What follows belongs to an exercise in optimizing a design on an open flow for small area and a short achievable clock period; a production flow would make more cautious choices. In this exercise RTL edits were held to simulation tests only and were not proved equivalent to the original. Power figures rest on the tool's default switching activity, not on a simulated workload.

## flow/config.mk

```make
export PLATFORM = sky130hd
export DESIGN_NAME = rv_step_core
export DESIGN_NICKNAME = rv_step_core
export VERILOG_FILES = /design/flow/design.v
export SDC_FILE = /design/flow/constraint.sdc
export NUM_CORES = 4
export LEC_CHECK = 0
export CAP_MARGIN = 20
export CORE_MARGIN = 2
export CORE_UTILIZATION = 50
export CTS_CLUSTER_DIAMETER = 100
export CTS_CLUSTER_SIZE = 24
export SETUP_SLACK_MARGIN = 5
export SLEW_MARGIN = 20
export TNS_END_PERCENT = 0
```

## flow/constraint.sdc

```tcl
create_clock -name core_clock -period 10.0 [get_ports {clk}]
set_input_delay 2.0000 -clock core_clock [delete_from_list [all_inputs] [get_ports {clk}]]
set_output_delay 2.0000 -clock core_clock [all_outputs]
set_load 0.01 [all_outputs]
```

## flow/design.v

```verilog
`timescale 1ns/10ps
module fetch_unit (
  input  logic        clk,
  input  logic        rst,
  input  logic        step,
  input  logic        x,
  input  logic        is_br,    
  input  logic        inv,      
  input  logic [31:0] inst,
  output logic [5:0]  pc
);
  logic [5:0] pc_t, pc_f, off, tgt, seq;
  assign off = {inst[27:25], inst[11:9]};
  assign pc  = x ? pc_t : pc_f;
  assign tgt = x ? pc_t + off : pc_f + off;
  assign seq = x ? pc_t + 6'd1 : pc_f + 6'd1;
  always_ff @(posedge clk) begin
    if (rst) begin
      pc_t <= '0;
      pc_f <= '0;
    end else if (step) begin
      if (is_br) begin
        pc_t <= inv ? seq : tgt;
        pc_f <= inv ? tgt : seq;
      end else begin
        pc_t <= seq;
        pc_f <= seq;
      end
    end else begin
      pc_t <= pc;
      pc_f <= pc;
    end
  end
endmodule
`timescale 1ns/10ps
module register_bank (
  input  logic        clk,
  input  logic        write_en,
  input  logic [4:0]  rd,
  input  logic [31:0] wdata,
  input  logic [4:0]  rs1,
  input  logic [4:0]  rs2,
  input  logic [4:0]  mon_addr,
  output logic [31:0] rs1_data,
  output logic [31:0] rs2_data,
  output logic [31:0] mon_data
);
  logic [31:0] regs [32];
  logic [1023:0] flat;
  always_comb begin
    for (int i = 0; i < 32; i++) flat[32*i +: 32] = regs[i];
  end
  always_ff @(posedge clk) begin
    for (int i = 1; i < 32; i++) begin
      if (write_en && rd == 5'(i)) regs[i] <= wdata;
    end
  end
  assign regs[0] = '0;
  read_mux32 u_rd1 (.w(flat), .a(rs1), .y(rs1_data));
  read_mux32 u_rd2 (.w(flat), .a(rs2), .y(rs2_data));
  always_comb begin
    logic [31:0] l1 [16];
    logic [31:0] l2 [8];
    logic [31:0] l3 [4];
    logic [31:0] l4 [2];
    for (int i = 0; i < 16; i++) l1[i] = mon_addr[0] ? regs[2*i+1] : regs[2*i];
    for (int i = 0; i < 8; i++)  l2[i] = mon_addr[1] ? l1[2*i+1] : l1[2*i];
    for (int i = 0; i < 4; i++)  l3[i] = mon_addr[2] ? l2[2*i+1] : l2[2*i];
    for (int i = 0; i < 2; i++)  l4[i] = mon_addr[3] ? l3[2*i+1] : l3[2*i];
    mon_data = mon_addr[4] ? l4[1] : l4[0];
  end
endmodule
module read_mux32 (
  input  logic [1023:0] w,
  input  logic [4:0]    a,
  output logic [31:0]   y
);
  logic [511:0] l1;
  logic [255:0] l2;
  logic [127:0] l3;
  logic [63:0]  l4;
  always_comb begin
    for (int i = 0; i < 16; i++) l1[32*i +: 32] = a[0] ? w[64*i+32 +: 32] : w[64*i +: 32];
    for (int i = 0; i < 8; i++)  l2[32*i +: 32] = a[1] ? l1[64*i+32 +: 32] : l1[64*i +: 32];
    for (int i = 0; i < 4; i++)  l3[32*i +: 32] = a[2] ? l2[64*i+32 +: 32] : l2[64*i +: 32];
    for (int i = 0; i < 2; i++)  l4[32*i +: 32] = a[3] ? l3[64*i+32 +: 32] : l3[64*i +: 32];
    y = a[4] ? l4[63:32] : l4[31:0];
  end
endmodule
`timescale 1ns/10ps
module decode_unit (
  input  logic        clk,
  input  logic        rst,
  input  logic        step,
  input  logic [31:0] inst,
  input  logic [31:0] rs1_val,
  input  logic [31:0] rs2_val,
  output logic [31:0] pa,
  output logic [31:0] pp,      
  output logic [31:0] pg,      
  output logic [4:0]  psh,     
  output logic [4:0]  pidx,
  output logic [4:0]  prd,
  output logic [9:0]  psel,
  output logic        pwr,
  output logic        pld,
  output logic        pst,
  output logic        pbr_eq,    
  output logic        pbr_sgn,   
  output logic [3:0]  peq,
  output logic [3:0]  pltu,
  output logic        plts
);
  localparam [6:0] OP_REG    = 7'b0110011;
  localparam [6:0] OP_IMM    = 7'b0010011;
  localparam [6:0] OP_LOAD   = 7'b0000011;
  localparam [6:0] OP_STORE  = 7'b0100011;
  localparam [6:0] OP_BRANCH = 7'b1100011;
  localparam S_ADD = 0, S_SUB = 1, S_SLL = 2, S_SLT = 3, S_SLTU = 4,
             S_XOR = 5, S_SRL = 6, S_SRA = 7, S_OR = 8, S_AND = 9;
  logic [6:0]  opcode;
  logic [2:0]  f3;
  logic [4:0]  rd;
  logic        is_reg, is_imm, is_load, is_store, is_branch;
  logic [31:0] op_b, b_eff;
  logic [9:0]  sel;
  logic [6:0]  imm_lo;
  logic [4:0]  mem_idx;
  assign imm_lo  = inst[5] ? {inst[26:25], inst[11:7]} : inst[26:20];
  assign mem_idx = 5'((rs1_val[6:0] + imm_lo) >> 2);
  assign opcode    = inst[6:0];
  assign f3        = inst[14:12];
  assign rd        = inst[11:7];
  assign is_reg    = opcode == OP_REG;
  assign is_imm    = opcode == OP_IMM;
  assign is_load   = opcode == OP_LOAD;
  assign is_store  = opcode == OP_STORE;
  assign is_branch = opcode == OP_BRANCH;
  assign op_b = inst[5] ? rs2_val : {{20{inst[31]}}, inst[31:20]};
  assign b_eff = op_b ^ {32{is_reg && f3 == 3'd0 && inst[30]}};
  always_comb begin
    sel = '0;
    case (f3)
      3'd0:    sel[(inst[30] && inst[5]) ? S_SUB : S_ADD] = 1'b1;
      3'd1:    sel[S_SLL]  = 1'b1;
      3'd2:    sel[S_SLT]  = 1'b1;
      3'd3:    sel[S_SLTU] = 1'b1;
      3'd4:    sel[S_XOR]  = 1'b1;
      3'd5:    sel[inst[30] ? S_SRA : S_SRL] = 1'b1;
      3'd6:    sel[S_OR]   = 1'b1;
      default: sel[S_AND]  = 1'b1;
    endcase
  end
  logic [31:0] beq, blt;
  logic [7:0]  geq, gltu;
  logic        glts;
  logic [3:0]  heq, hltu;
  logic        hlts;
  assign beq = ~(rs1_val ^ op_b);
  assign blt = ~rs1_val & op_b;
  always_comb begin
    for (int g = 0; g < 8; g++) begin
      geq[g]  = &beq[4*g +: 4];
      gltu[g] = blt[4*g+3]
             || (beq[4*g+3] && blt[4*g+2])
             || (beq[4*g+3] && beq[4*g+2] && blt[4*g+1])
             || (beq[4*g+3] && beq[4*g+2] && beq[4*g+1] && blt[4*g]);
    end
    glts = (rs1_val[31] && !op_b[31])
        || (beq[31] && blt[30])
        || (beq[31] && beq[30] && blt[29])
        || (beq[31] && beq[30] && beq[29] && blt[28]);
  end
  always_comb begin
    for (int h = 0; h < 4; h++) begin
      heq[h]  = geq[2*h+1] && geq[2*h];
      hltu[h] = gltu[2*h+1] || (geq[2*h+1] && gltu[2*h]);
    end
    hlts = glts || (geq[7] && gltu[6]);
  end
  always_ff @(posedge clk) begin
    peq  <= heq;
    pltu <= hltu;
    plts <= hlts;
    pa   <= rs1_val;
    pp   <= rs1_val ^ b_eff;
    pg   <= rs1_val & b_eff;
    psh  <= op_b[4:0];
    pidx <= mem_idx;
    prd  <= rd;
    psel <= sel & {10{!is_load}};
    pwr  <= step && (is_reg || is_imm || is_load) && rd != 5'd0;
    pld  <= is_load;
    pst  <= step && is_store;
    pbr_eq  <= f3[2:1] == 2'b00;
    pbr_sgn <= f3[2:1] == 2'b10;
  end
endmodule
`timescale 1ns/10ps
module execute_unit (
  input  logic [31:0] a,
  input  logic [31:0] pp,
  input  logic [31:0] pg,
  input  logic [4:0]  shamt,
  input  logic [9:0]  sel,
  input  logic        br_eq,
  input  logic        br_sgn,
  input  logic [3:0]  geq,
  input  logic [3:0]  gltu,
  input  logic        glts,
  output logic [31:0] alu_res,
  output logic        x
);
  localparam S_ADD = 0, S_SUB = 1, S_SLL = 2, S_SLT = 3, S_SLTU = 4,
             S_XOR = 5, S_SRL = 6, S_SRA = 7, S_OR = 8, S_AND = 9;
  logic        lt, ltu, eq;
  logic [31:0] sum, sll, srl;
  logic        low_lt;    
  assign low_lt = gltu[2] || (geq[2] && gltu[1]) || (geq[2] && geq[1] && gltu[0]);
  assign eq     = &geq;
  assign ltu    = gltu[3] || (geq[3] && low_lt);
  assign lt     = glts    || (geq[3] && low_lt);
  always_comb begin
    logic [31:0] g, p, gn, pn;
    g = pg;
    p = pp;
    g[0] = g[0] | (p[0] & sel[S_SUB]);
    for (int d = 1; d < 32; d = d * 2) begin
      gn = g;
      pn = p;
      for (int i = d; i < 32; i++) begin
        gn[i] = g[i] | (p[i] & g[i-d]);
        pn[i] = p[i] & p[i-d];
      end
      g = gn;
      p = pn;
    end
    sum = pp ^ {g[30:0], sel[S_SUB]};
  end
  logic [31:0] sh_in, sh_out;
  logic        sh_fill;
  always_comb begin
    for (int i = 0; i < 32; i++) sh_in[i] = sel[S_SLL] ? a[31-i] : a[i];
  end
  assign sh_fill = sel[S_SRA] && a[31];
  assign sh_out  = 32'($signed({sh_fill, sh_in}) >>> shamt);
  always_comb begin
    for (int i = 0; i < 32; i++) sll[i] = sh_out[31-i];
  end
  assign srl = sh_out;
  assign alu_res = ({32{sel[S_ADD] | sel[S_SUB]}} & sum)
                 | ({32{sel[S_SLL]}}  & sll)
                 | ({32{sel[S_SLT]}}  & {31'b0, lt})
                 | ({32{sel[S_SLTU]}} & {31'b0, ltu})
                 | ({32{sel[S_XOR]}}  & pp)
                 | ({32{sel[S_SRL] | sel[S_SRA]}} & srl)
                 | ({32{sel[S_OR]}}   & (pp | pg))
                 | ({32{sel[S_AND]}}  & pg);
  assign x = br_eq ? eq
           : ((br_sgn ? glts : gltu[3]) || (geq[3] && low_lt));
endmodule
`timescale 1ns/10ps
module data_memory (
  input  logic        clk,
  input  logic        write_en,
  input  logic [4:0]  idx,
  input  logic [31:0] wdata,
  output logic [31:0] rdata,
  input  logic [4:0]  mon_addr,
  output logic [31:0] mon_data
);
  logic [31:0] mem [32];
  logic [1023:0] flat;
  always_comb begin
    for (int i = 0; i < 32; i++) flat[32*i +: 32] = mem[i];
  end
  always_ff @(posedge clk) begin
    for (int i = 0; i < 32; i++) begin
      if (write_en && idx == 5'(i)) mem[i] <= wdata;
    end
  end
  read_mux32 u_rd1 (.w(flat), .a(idx), .y(rdata));
  always_comb begin
    logic [31:0] l1 [16];
    logic [31:0] l2 [8];
    logic [31:0] l3 [4];
    logic [31:0] l4 [2];
    for (int i = 0; i < 16; i++) l1[i] = mon_addr[0] ? mem[2*i+1] : mem[2*i];
    for (int i = 0; i < 8; i++)  l2[i] = mon_addr[1] ? l1[2*i+1] : l1[2*i];
    for (int i = 0; i < 4; i++)  l3[i] = mon_addr[2] ? l2[2*i+1] : l2[2*i];
    for (int i = 0; i < 2; i++)  l4[i] = mon_addr[3] ? l3[2*i+1] : l3[2*i];
    mon_data = mon_addr[4] ? l4[1] : l4[0];
  end
endmodule
`timescale 1ns/10ps
module monitor_port (
  input  logic        clk,
  input  logic        rst,
  input  logic        wb_cyc,
  input  logic        wb_stb,
  input  logic [5:0]  wb_adr,
  input  logic [31:0] reg_data,
  input  logic [31:0] mem_data,
  input  logic        reg_hit,
  input  logic [31:0] reg_pend,
  input  logic        mem_hit,
  input  logic [31:0] mem_pend,
  output logic [31:0] wb_dat,
  output logic        wb_ack
);
  logic [31:0] raw_q, pend_q;
  logic        hit_q;
  always_ff @(posedge clk) begin
    if (rst) begin
      wb_ack <= 1'b0;
    end else begin
      wb_ack <= wb_cyc && wb_stb && !wb_ack;
    end
    raw_q  <= wb_adr[5] ? mem_data : reg_data;
    pend_q <= wb_adr[5] ? mem_pend : reg_pend;
    hit_q  <= wb_adr[5] ? mem_hit : reg_hit;
  end
  assign wb_dat = hit_q ? pend_q : raw_q;
endmodule
`timescale 1ns/10ps
module rv_step_core (
  input  logic        clk,
  input  logic        rst,
  input  logic        step,
  output logic [5:0]  imem_addr,
  input  logic [31:0] imem_data,
  input  logic        wb_cyc,
  input  logic        wb_stb,
  input  logic [5:0]  wb_adr,
  output logic [31:0] wb_dat,
  output logic        wb_ack
);
  logic [31:0] pa, pp, pg, pb;
  logic [4:0]  psh;
  logic [4:0]  prd;
  logic [9:0]  psel;
  logic        pwr, pld, pst;
  logic        pbr_eq, pbr_sgn;
  logic [3:0]  peq, pltu;
  logic        plts;
  logic [4:0]  rs1, rs2;
  logic [31:0] rf_rs1, rf_rs2;
  logic [31:0] rs1_val, rs2_val;
  logic [31:0] alu_res, ld_data, result;
  logic [4:0]  mem_idx;
  logic        x;
  logic [31:0] mon_reg, mon_mem;
  assign rs1 = imem_data[19:15];
  assign rs2 = imem_data[24:20];
  decode_unit u_decode (
    .clk     (clk),
    .rst     (rst),
    .step    (step),
    .inst    (imem_data),
    .rs1_val (rs1_val),
    .rs2_val (rs2_val),
    .pa      (pa),
    .pp      (pp),
    .pg      (pg),
    .psh     (psh),
    .pidx    (mem_idx),
    .prd     (prd),
    .psel    (psel),
    .pwr     (pwr),
    .pld     (pld),
    .pst     (pst),
    .pbr_eq  (pbr_eq),
    .pbr_sgn (pbr_sgn),
    .peq     (peq),
    .pltu    (pltu),
    .plts    (plts)
  );
  execute_unit u_execute (
    .a       (pa),
    .pp      (pp),
    .pg      (pg),
    .shamt   (psh),
    .sel     (psel),
    .br_eq   (pbr_eq),
    .br_sgn  (pbr_sgn),
    .geq     (peq),
    .gltu    (pltu),
    .glts    (plts),
    .alu_res (alu_res),
    .x       (x)
  );
  assign pb = pa ^ pp;
  assign result  = ({32{pld}} & ld_data) | alu_res;
  assign rs1_val = (pwr && prd == rs1) ? result : rf_rs1;
  assign rs2_val = (pwr && prd == rs2) ? result : rf_rs2;
  register_bank u_regs (
    .clk      (clk),
    .write_en (pwr),
    .rd       (prd),
    .wdata    (result),
    .rs1      (rs1),
    .rs2      (rs2),
    .mon_addr (wb_adr[4:0]),
    .rs1_data (rf_rs1),
    .rs2_data (rf_rs2),
    .mon_data (mon_reg)
  );
  data_memory u_dmem (
    .clk      (clk),
    .write_en (pst),
    .idx      (mem_idx),
    .wdata    (pb),
    .rdata    (ld_data),
    .mon_addr (wb_adr[4:0]),
    .mon_data (mon_mem)
  );
  fetch_unit u_fetch (
    .clk    (clk),
    .rst    (rst),
    .step   (step),
    .x      (x),
    .is_br  (imem_data[6:0] == 7'b1100011 && imem_data[14:13] != 2'b01),
    .inv    (imem_data[12]),
    .inst   (imem_data),
    .pc     (imem_addr)
  );
  monitor_port u_monitor (
    .clk      (clk),
    .rst      (rst),
    .wb_cyc   (wb_cyc),
    .wb_stb   (wb_stb),
    .wb_adr   (wb_adr),
    .reg_data (mon_reg),
    .mem_data (mon_mem),
    .reg_hit  (pwr && prd == wb_adr[4:0]),
    .reg_pend (result),
    .mem_hit  (pst && mem_idx == wb_adr[4:0]),
    .mem_pend (pb),
    .wb_dat   (wb_dat),
    .wb_ack   (wb_ack)
  );
endmodule
```

## flow/flow/run.sh

```bash
#!/bin/bash
# Layout flow: the standard flow (standard synthesis unchanged) with
#  - the port buffers made from sky130_fd_sc_hd__buf_4 instead of the default
#    choice (a delay buffer),
#  - timing repair allowed to change a cell's footprint, so that such cells
#    can be replaced, and
#  - timing repair aiming further below the clock period (a setup margin of
#    6.5 ns) on the worst path only (TNS_END_PERCENT 0), so that the achieved
#    period keeps improving past 5 ns.
# The constraints (clock period, I/O delays, loads) are the standard flow's, unchanged.
# Each make run writes its full output to a log here; ORFS's own per-step logs
# are under orfs/logs.
set -euo pipefail
bash standard.sh \
  "BUFFER_PORTS_ARGS=-buffer_cell sky130_fd_sc_hd__buf_4" \
  "MATCH_CELL_FOOTPRINT=0" \
  "SETUP_SLACK_MARGIN=6.5" \
  "TNS_END_PERCENT=0" \
  finish > standard_finish.log 2>&1
```

## flow/standard.sh

```bash
#!/bin/bash
# synth_recipe.tcl (not shown) runs the flow's synth.tcl, then flattens the netlist and writes it again
# the make line also repeats each setting of config.mk as NAME=value (left out here)
make -C /OpenROAD-flow-scripts/flow DESIGN_CONFIG=/design/flow/config.mk WORK_HOME=/design/flow/orfs CLKGATE_MAP_FILE= SYNTH_SCRIPT=/design/flow/synth_recipe.tcl "${@:-finish}"
```

==> key figures, run 1 <==
Min path
  • Worst hold path class: register to register
  • Worst Hold Path Cells: 1
  • Hold_sp: u_monitor.wb_ack
  • Hold EP: u_monitor.wb_ack

Global routing
  • Gr usage total: 35.41%
  • Vias in the first global route: 68580
  • Total grt overflow: 0
  • First-pass GRT wire length: 568700 um
  • Pin count of the biggest net entering global routing: 113
  • Initial antenna violation count: 33

Cells and area
  • # nets final: 6185
  • Layout cells sized above 1: 43.04%
  • Storage cell area: 64840 sq um
  • Finished Layout Cells: 9188
  • Area added between synthesis and finish: 11.04%
  • Fillers: 17160
  • Multi-input gate area: 49370 sq um

Floorplanning
  • Row Count: 175
  • Initial cell density of the core: 50.40%
  • Core area: 227700 sq um
  • Die width: 483.1 um
  • Die footprint: 233400 sq um
  • Die Height: 483.1 um
  • Top Ports: 82

Run status
  • Status: finished clean

Placement
  • Port bufs: 81
  • Placed Cells: 8796
  • Dpl hpwl: 237600 um
  • Setup slack at placement: 2.981 ns
  • RD Place Congestion: 0.9784

STA
  • Number of setup violations in the final report: 0
  • Max-slew violation count: 0
  • Slew @ Worst Pin: 1.086 ns
  • Skew final: 0.03621 ns
  • Setup_tns: 0 ns
  • Period utilization: 47.17%
  • Tmin final: 4.717 ns
  • Slew HR: 27.62%
  • Worst Slack Setup Final: 5.283 ns
  • RSZ-0062 raised after global routing: yes
  • Peak Freq: 212.0 MHz
  • Final hold violations: 0

Clocking
  • Clock root cell: clkbuf_16
  • H-tree depth: 3
  • Worst-path clk slew: 0.10 ns
  • CTS Buf Count: 108
  • Clock Sinks: 2229
  • CTS tree: done
  • CTS Buffer Depth: 3
  • Worst-Skew Late Latency: 0.83 ns

Yosys
  • FF+latch count, synth: 2229
  • Synth cell types: 73
  • Warnings, synthesis: 18
  • Count leader, synth: edfxtp_1
  • Post-Syn Area: 114800 sq um
  • Syn Nets: 6142
  • Synth Instances: 6020
  • Number of synthesized flops with an enable pin: 2016
  • Cell taking the most area after synthesis: edfxtp_1
  • Commonest cells post-synth: edfxtp_1 (2016), mux4_2 (1587), clkbuf_1 (332), dfxtp_1 (213), mux2_2 (194)
  • Synth Area per Inst: 19.07 sq um
  • Synth top area share: 52.74%
  • Post-synthesis sequential area ratio: 56.46%
  • Top cells by area, synth: edfxtp_1 (53%), mux4_2 (31%), dfxtp_1 (3.7%)
  • Ys async rst share: 0%
  • Main synth FF type: edfxtp_1

Power
  • VDD IR-drop max: 0.0001635 V
  • Pwr dens: 184.1 nW/um^2
  • P_leak: 0.04057 uW

Route
  • DR DRC count: 0
  • ANT nets after route: 0
  • 1st-iter DRT viols: 10830
  • WL/cell: 45.19 um
  • Routed Wire Length: 415200 um
  • Via count: 69570
  • Vias per Instance: 7.571
  • DRT Pass-1 Iters: 6

Setup path
  • Crit path max fanout: 8
  • Kind of critical path: register to register
  • Worst EP required: 10.72 ns
  • CP startpoint kind: register
  • CP Capture Type: register
  • Reg-to-Reg End: u_decode.pltu[0]
  • R2r startpoint: u_decode.pidx[0]
  • Worst Path Arrival: 5.44 ns
  • R2R depth: 17
  • Flop2flop setup slack: 5.28 ns

Run
  • Maxcap violations: 0
report_power, final:
group / leakage (uW) / switching [uW] / internal [uW]
logic: 0.0189 / 3960 / 2820
clock network: 0.00163 / 3100 / 2250
registers: 0.0200 / 339 / 11000
total: 0.0406 / 7390 / 16100
layout by cell type (no fill, tap or decap), types with 40 or more instances in the layout:
cell type,synthesis,routed
a21o_1,65,62
a21oi_1,168,148
a22o_1,70,70
buf_12,0,45
buf_4,3,271
buf_6,15,42
clkbuf_1,332,55
clkbuf_16,0,167
dfxtp_1,213,196
edfxtp_1,2016,2016
ha_1,78,75
inv_1,55,51
mux2_2,194,186
mux2i_1,159,113
mux4_2,1587,1587
nand2_1,127,126
nor2_1,191,126
nor2_4,0,63
o21ai_0,104,81
xnor2_1,41,40
layer usage:
layer	up-vias	global-route usage, %	routed length, um
met2	4653	54.52	193200
met1	37930	48.74	153800
met5	-	0	134
li1	26130	-	-
met3	836	7.746	45090
met4	20	16.25	22990
timing repair:
item	4_1_cts	5_1_grt
cloned	69	2
pin swaps	29	19
endpoints found under the setup margin	1887	932
hold buffers	0	0
resized for setup	365	48
buffers inserted	85	10
cell families after synthesis:
kind of cell | after synthesis | share of synthesized area, %
DFF | 2229 | 56.46
muxes | 1940 | 34.43
AOI/OAI and AO/OA | 594 | 3.473
buffers and inverters | 585 | 2.068
and+or+nand+nor | 500 | 1.995
xor gates and xnor gates | 93 | 0.7096
adders and majority gates | 79 | 0.8677
state kept, by name (all words and copies together), names as in the netlist, 4 cells and up:
name              cells
u_decode.pa          32
u_decode.peq          4
u_decode.pg          32
u_decode.pidx         5
u_decode.pltu         4
u_decode.pp          32
u_decode.prd          5
u_decode.psel        10
u_decode.psh          5
u_dmem.mem         1024
u_fetch.pc_f          6
u_fetch.pc_t          6
u_monitor.pend_q     32
u_monitor.raw_q      32
u_regs.regs         992
worst max-delay path by stage:
| stage | from | to | slack, ns | depth (start not counted) |
|---|---|---|---|---|
| 2_1_floorplan | imem_data[15] | u_decode.pidx[4] | 4.54 | 18 |
| 3_3_place_gp | imem_data[20] | u_decode.pltu[0] | 2.96 | 18 |
| 3_5_place_dp | imem_data[20] | u_decode.pltu[0] | 2.98 | 18 |
| 4_1_cts | imem_data[15] | u_decode.pidx[4] | 5.40 | 14 |
| 5_1_grt | imem_data[20] | u_decode.pltu[0] | 5.26 | 18 |
| 6_report | u_decode.pidx[0] | u_decode.pltu[0] | 5.28 | 17 |
worst max-delay path: stages, from the launching register on:
cell and delay (ns):
dfxtp_4 0.44, buf_12 0.19, buf_12 0.15, buf_6 0.14, clkbuf_16 0.20, mux4_2 0.53
mux4_2 0.54, mux2_4 0.35, a222oi_1 0.53, nand4b_1 0.32, buf_12 0.23, a21o_1 0.26
inv_1 0.09, ha_1 0.25, a21oi_2 0.13, nor2b_1 0.05, o21ai_1 0.11, nand2b_1 0.07
layout make-up:
| class | instances | share of cell area (%) |
|---|---|---|
| Timing Repair inverter | 1 | 0.003927 |
| Sequential cell | 2229 | 50.87 |
| Clock buffer | 171 | 2.404 |
| Tap cell | 3009 | 2.954 |
| Inverter | 58 | 0.1767 |
| Antenna cell | 27 | 0.05301 |
| Timing Repair Buffer | 456 | 4.545 |
| Clock inverter | 28 | 0.2484 |
| Multi-Input combinational cell | 3209 | 38.74 |
per-stage QoR:
step | total power [uW] | utilization, % | area [sq um] | hold WS [ns]
6_report | 23460 | 55.97 | 127500 | 0.4250
5_1_grt | 24040 | 55.96 | 127400 | 0.4414
4_1_cts | 23380 | 55.79 | 127000 | 0.4309
3_5_place_dp | 17320 | 52.61 | 119800 | 0.4182
3_3_place_gp | 17270 | 52.59 | 119800 | 0.4074
2_1_floorplan | 15000 | - | 115000 | 0.4662
==> inputs of run 2 (changes only) <==
--- a/flow/config.mk
+++ b/flow/config.mk
@@ -7,9 +7,10 @@
 export LEC_CHECK = 0
 export CAP_MARGIN = 20
 export CORE_MARGIN = 2
-export CORE_UTILIZATION = 50
+export CORE_UTILIZATION = 60
 export CTS_CLUSTER_DIAMETER = 100
 export CTS_CLUSTER_SIZE = 24
+export PLACE_DENSITY = 0.7
 export SETUP_SLACK_MARGIN = 5
 export SLEW_MARGIN = 20
 export TNS_END_PERCENT = 0
==> key figures, run 2 <==
Run status
  • Status: finished clean

Yosys
  • Cell taking the most area after synthesis: edfxtp_1
  • Top cells by area, synth: edfxtp_1 (53%), mux4_2 (31%), dfxtp_1 (3.7%)
  • Post-Syn Area: 114800 sq um
  • Ys async rst share: 0%
  • Commonest cells post-synth: edfxtp_1 (2016), mux4_2 (1587), clkbuf_1 (332), dfxtp_1 (213), mux2_2 (194)
  • Main synth FF type: edfxtp_1
  • Count leader, synth: edfxtp_1
  • Warnings, synthesis: 18
  • Post-synthesis sequential area ratio: 56.46%
  • Synth cell types: 73
  • Number of synthesized flops with an enable pin: 2016
  • Synth Area per Inst: 19.07 sq um
  • Syn Nets: 6142
  • Synth top area share: 52.74%
  • Synth Instances: 6020
  • FF+latch count, synth: 2229

STA
  • Slew HR: 21.85%
  • Peak Freq: 212.0 MHz
  • Worst hold slack: 0.4340 ns
  • Number of setup violations in the final report: 0
  • Final hold violations: 0
  • Max-slew violation count: 0
  • Period utilization: 47.17%
  • Setup_tns: 0 ns
  • RSZ-0062 raised after global routing: yes
  • Slew @ Worst Pin: 1.172 ns
  • Skew final: 0.04962 ns
  • Tmin final: 4.717 ns

Route
  • Routed Wire Length: 395300 um
  • Vias per Instance: 8.098
  • Via count: 70380
  • 1st-iter DRT viols: 11940
  • DR DRC count: 0
  • WL/cell: 45.49 um
  • DRT Pass-1 Iters: 9
  • ANT nets after route: 0

Setup path
  • Crit path max fanout: 131
  • R2r startpoint: u_decode.pidx[0]
  • Worst EP required: 10.70 ns
  • R2R depth: 16
  • Largest stage delay, worst path: 0.61 ns
  • Kind of critical path: input pin to register
  • Top cell by count, worst path: mux4_2
  • CP cell instances: buf_8 -> buf_4 -> buf_16 -> mux4_2 -> mux4_2 -> mux4_2
  • Worst Path Arrival: 5.42 ns
  • Reg-to-Reg End: u_decode.pidx[4]
  • CP startpoint kind: input pin
  • Slowest stage cell, crit path: mux4_2
  • Flop2flop setup slack: 5.30 ns
  • CP Capture Type: register

Clocking
  • H-tree depth: 3
  • Worst-path clk slew: 0.10 ns
  • Clock root cell: clkbuf_16
  • Clock Sinks: 2229
  • CTS Buffer Depth: 3
  • Worst-Skew Late Latency: 0.83 ns
  • CTS Buf Count: 105
  • CTS tree: done
  • Hold buffers post-CTS: 0

Power
  • VDD IR-drop max: 0.0002065 V
  • Combinational group share of total power: 28.9%
  • Flop pwr share: 49.0%
  • Internal: 15940 uW
  • P_leak: 0.04059 uW
  • Switching Share: 30.79%
  • Clock Power Share: 22.1%
  • Net load switching power: 7091 uW
  • Final Power: 23030 uW
  • Pwr dens: 181.9 nW/um^2

Floorplanning
  • Core area: 190200 sq um
  • Die Height: 441.4 um
  • Die width: 441.4 um
  • Row Count: 160
  • Initial cell density of the core: 60.35%
  • Die footprint: 194800 sq um
  • Top Ports: 82

Cells and area
  • Largest register FFs: 1024
  • Biggest register: u_dmem.mem
  • Fillers: 12490
  • Multi-input gate area: 49260 sq um
  • Storage cell area: 64840 sq um
  • Most frequent cells in the layout: edfxtp_1 (2016), mux4_2 (1587), buf_4 (306)
  • Leading registers by flop count: u_dmem.mem: 1024 flops, u_regs.regs: 992 flops
  • # nets final: 6209
  • Layout cells sized above 1: 42.88%
  • Commonest non-fill, non-tap cell in the layout: edfxtp_1
  • Area added between synthesis and finish: 10.28%

Global routing
  • Total grt overflow: 0
  • Vias in the first global route: 68150
  • First-pass GRT wire length: 543100 um
  • Pin count of the biggest net entering global routing: 132
  • Initial antenna violation count: 21
  • Gr usage total: 40.84%

Placement
  • Port bufs: 81
  • RD Place Congestion: 0.9807
  • Dpl hpwl: 227300 um

Min path
  • Hold EP: u_monitor.wb_ack
  • Worst hold path class: register to register
  • Worst Hold Path Cells: 1
  • Hold_sp: u_monitor.wb_ack

Run
  • Maxcap violations: 0
-- run 2: changes by cell type in the layout (fill, tap and decap cells not counted), sizes merged, moves of 2 or more --
cell / previous run / this run
clkbuf: 226 / 233
clkinvlp: 7 / 3
bufinv: 4 / 2
inv: 70 / 63
diode: 27 / 10
buf: 401 / 424
-- run 2: worst max path at each step --
stage               startpoint                   to  slack, ns  cells after the start
2_1_floorplan    imem_data[15]     u_decode.pidx[4]       4.54                     18
3_3_place_gp     imem_data[20]     u_decode.pltu[2]       3.18                     18
3_5_place_dp     imem_data[20]     u_decode.pltu[2]       3.21                     18
4_1_cts        u_decode.peq[1]         imem_addr[3]       5.36                      7
5_1_grt          imem_data[16]     u_decode.pltu[0]       5.22                     20
6_report             wb_adr[1]  u_monitor.raw_q[24]       5.28                      6
-- run 2: area by class of cell --
class / count / area share, %
multi-input cells: 3211 / 38.92
well taps: 2511 / 2.482
inverters: 58 / 0.1799
clock inverters: 14 / 0.1522
repair buffers: 481 / 4.704
clock buffers: 176 / 2.320
flip-flops and latches: 2229 / 51.22
diodes: 10 / 0.01977
repair inverters: 1 / 0.003954
-- run 2: logic make-up after synthesis --
logic type,after synthesis,synth area share (%)
muxes,1940,34.43
and+or+nand+nor,500,1.995
DFF,2229,56.46
xor gates and xnor gates,93,0.7096
adders and majority gates,79,0.8677
buffers and inverters,585,2.068
AOI/OAI and AO/OA,594,3.473
-- run 2: worst max-delay path, delay by kind of cell --
family / cells / cell delay (ns)
mux: 3 / 1.53
buf+inv: 3 / 1.56
-- run 2: repair_timing --
item / 4_1_cts / 5_1_grt
hold endpoints to repair: 0 / 0
gates cloned: 56 / 10
pin swaps: 14 / 35
gates resized for setup: 293 / 107
setup endpoints to repair: 1838 / 1127
buffers inserted: 67 / 60
-- run 2: power by group through the flow --
stage / clock, uW / combinational [uW] / sequential [uW]
floorplan: 0 / 3700 / 11300
global placement: 0 / 5520 / 11500
detailed placement: 0 / 5560 / 11500
CTS: 5110 / 6290 / 11300
global route: 5390 / 6870 / 11300
finish: 5090 / 6660 / 11300
-- run 2: metal layers --
metal  up-vias  routed length (um)  GRT usage (%)
met1     37430              139700          58.35
met5         -                 100              0
li1      26140                   -              -
met3       995               51720          9.461
met4        14               28290          23.51
met2      5796              175500          58.72
-- run 2: stage by stage --
step / setup WS, ns / cells / cell area [sq um] / util [%]
2_1_floorplan: 4.541 / 6020 / 115000 / -
6_report: 5.283 / 8691 / 126600 / 66.56
4_1_cts: 5.357 / 8611 / 125400 / 65.94
3_3_place_gp: 3.178 / 8297 / 119100 / 62.61
3_5_place_dp: 3.212 / 8298 / 119100 / 62.63
5_1_grt: 5.224 / 8686 / 126600 / 66.55

==> re-timing with driven ports <==
No port has a modelled driver above. Below, the same layouts with a new extraction and two added sets of constraints.
Step 1 (the two cells are an assumption about what drives the block):
set clk [get_ports {clk}]
set_driving_cell -lib_cell sky130_fd_sc_hd__clkbuf_16 $clk
set_driving_cell -lib_cell sky130_fd_sc_hd__buf_2 [delete_from_list [all_inputs] $clk]
Step 2 also shifts input and output timing later by t, the mid clock arrival at the registers, as if the neighbouring blocks saw the same clock.
a / b / c = ideal / step 1 / step 2; a / b = the first two.
run | t, ns | setup slack, ns | hold slack, ns
run 1 | 0.910 | 5.283 / 4.811 / 3.901 | 0.425 / 0.425 / 0.425
run 2 | 0.907 | 5.283 / 4.863 / 3.956 | 0.434 / 0.434 / 0.434
After both steps every run listed still meets setup and hold. The setup slack of run 1, which loses most, moves by -0.472 ns with the drivers and by -1.382 ns with both steps.
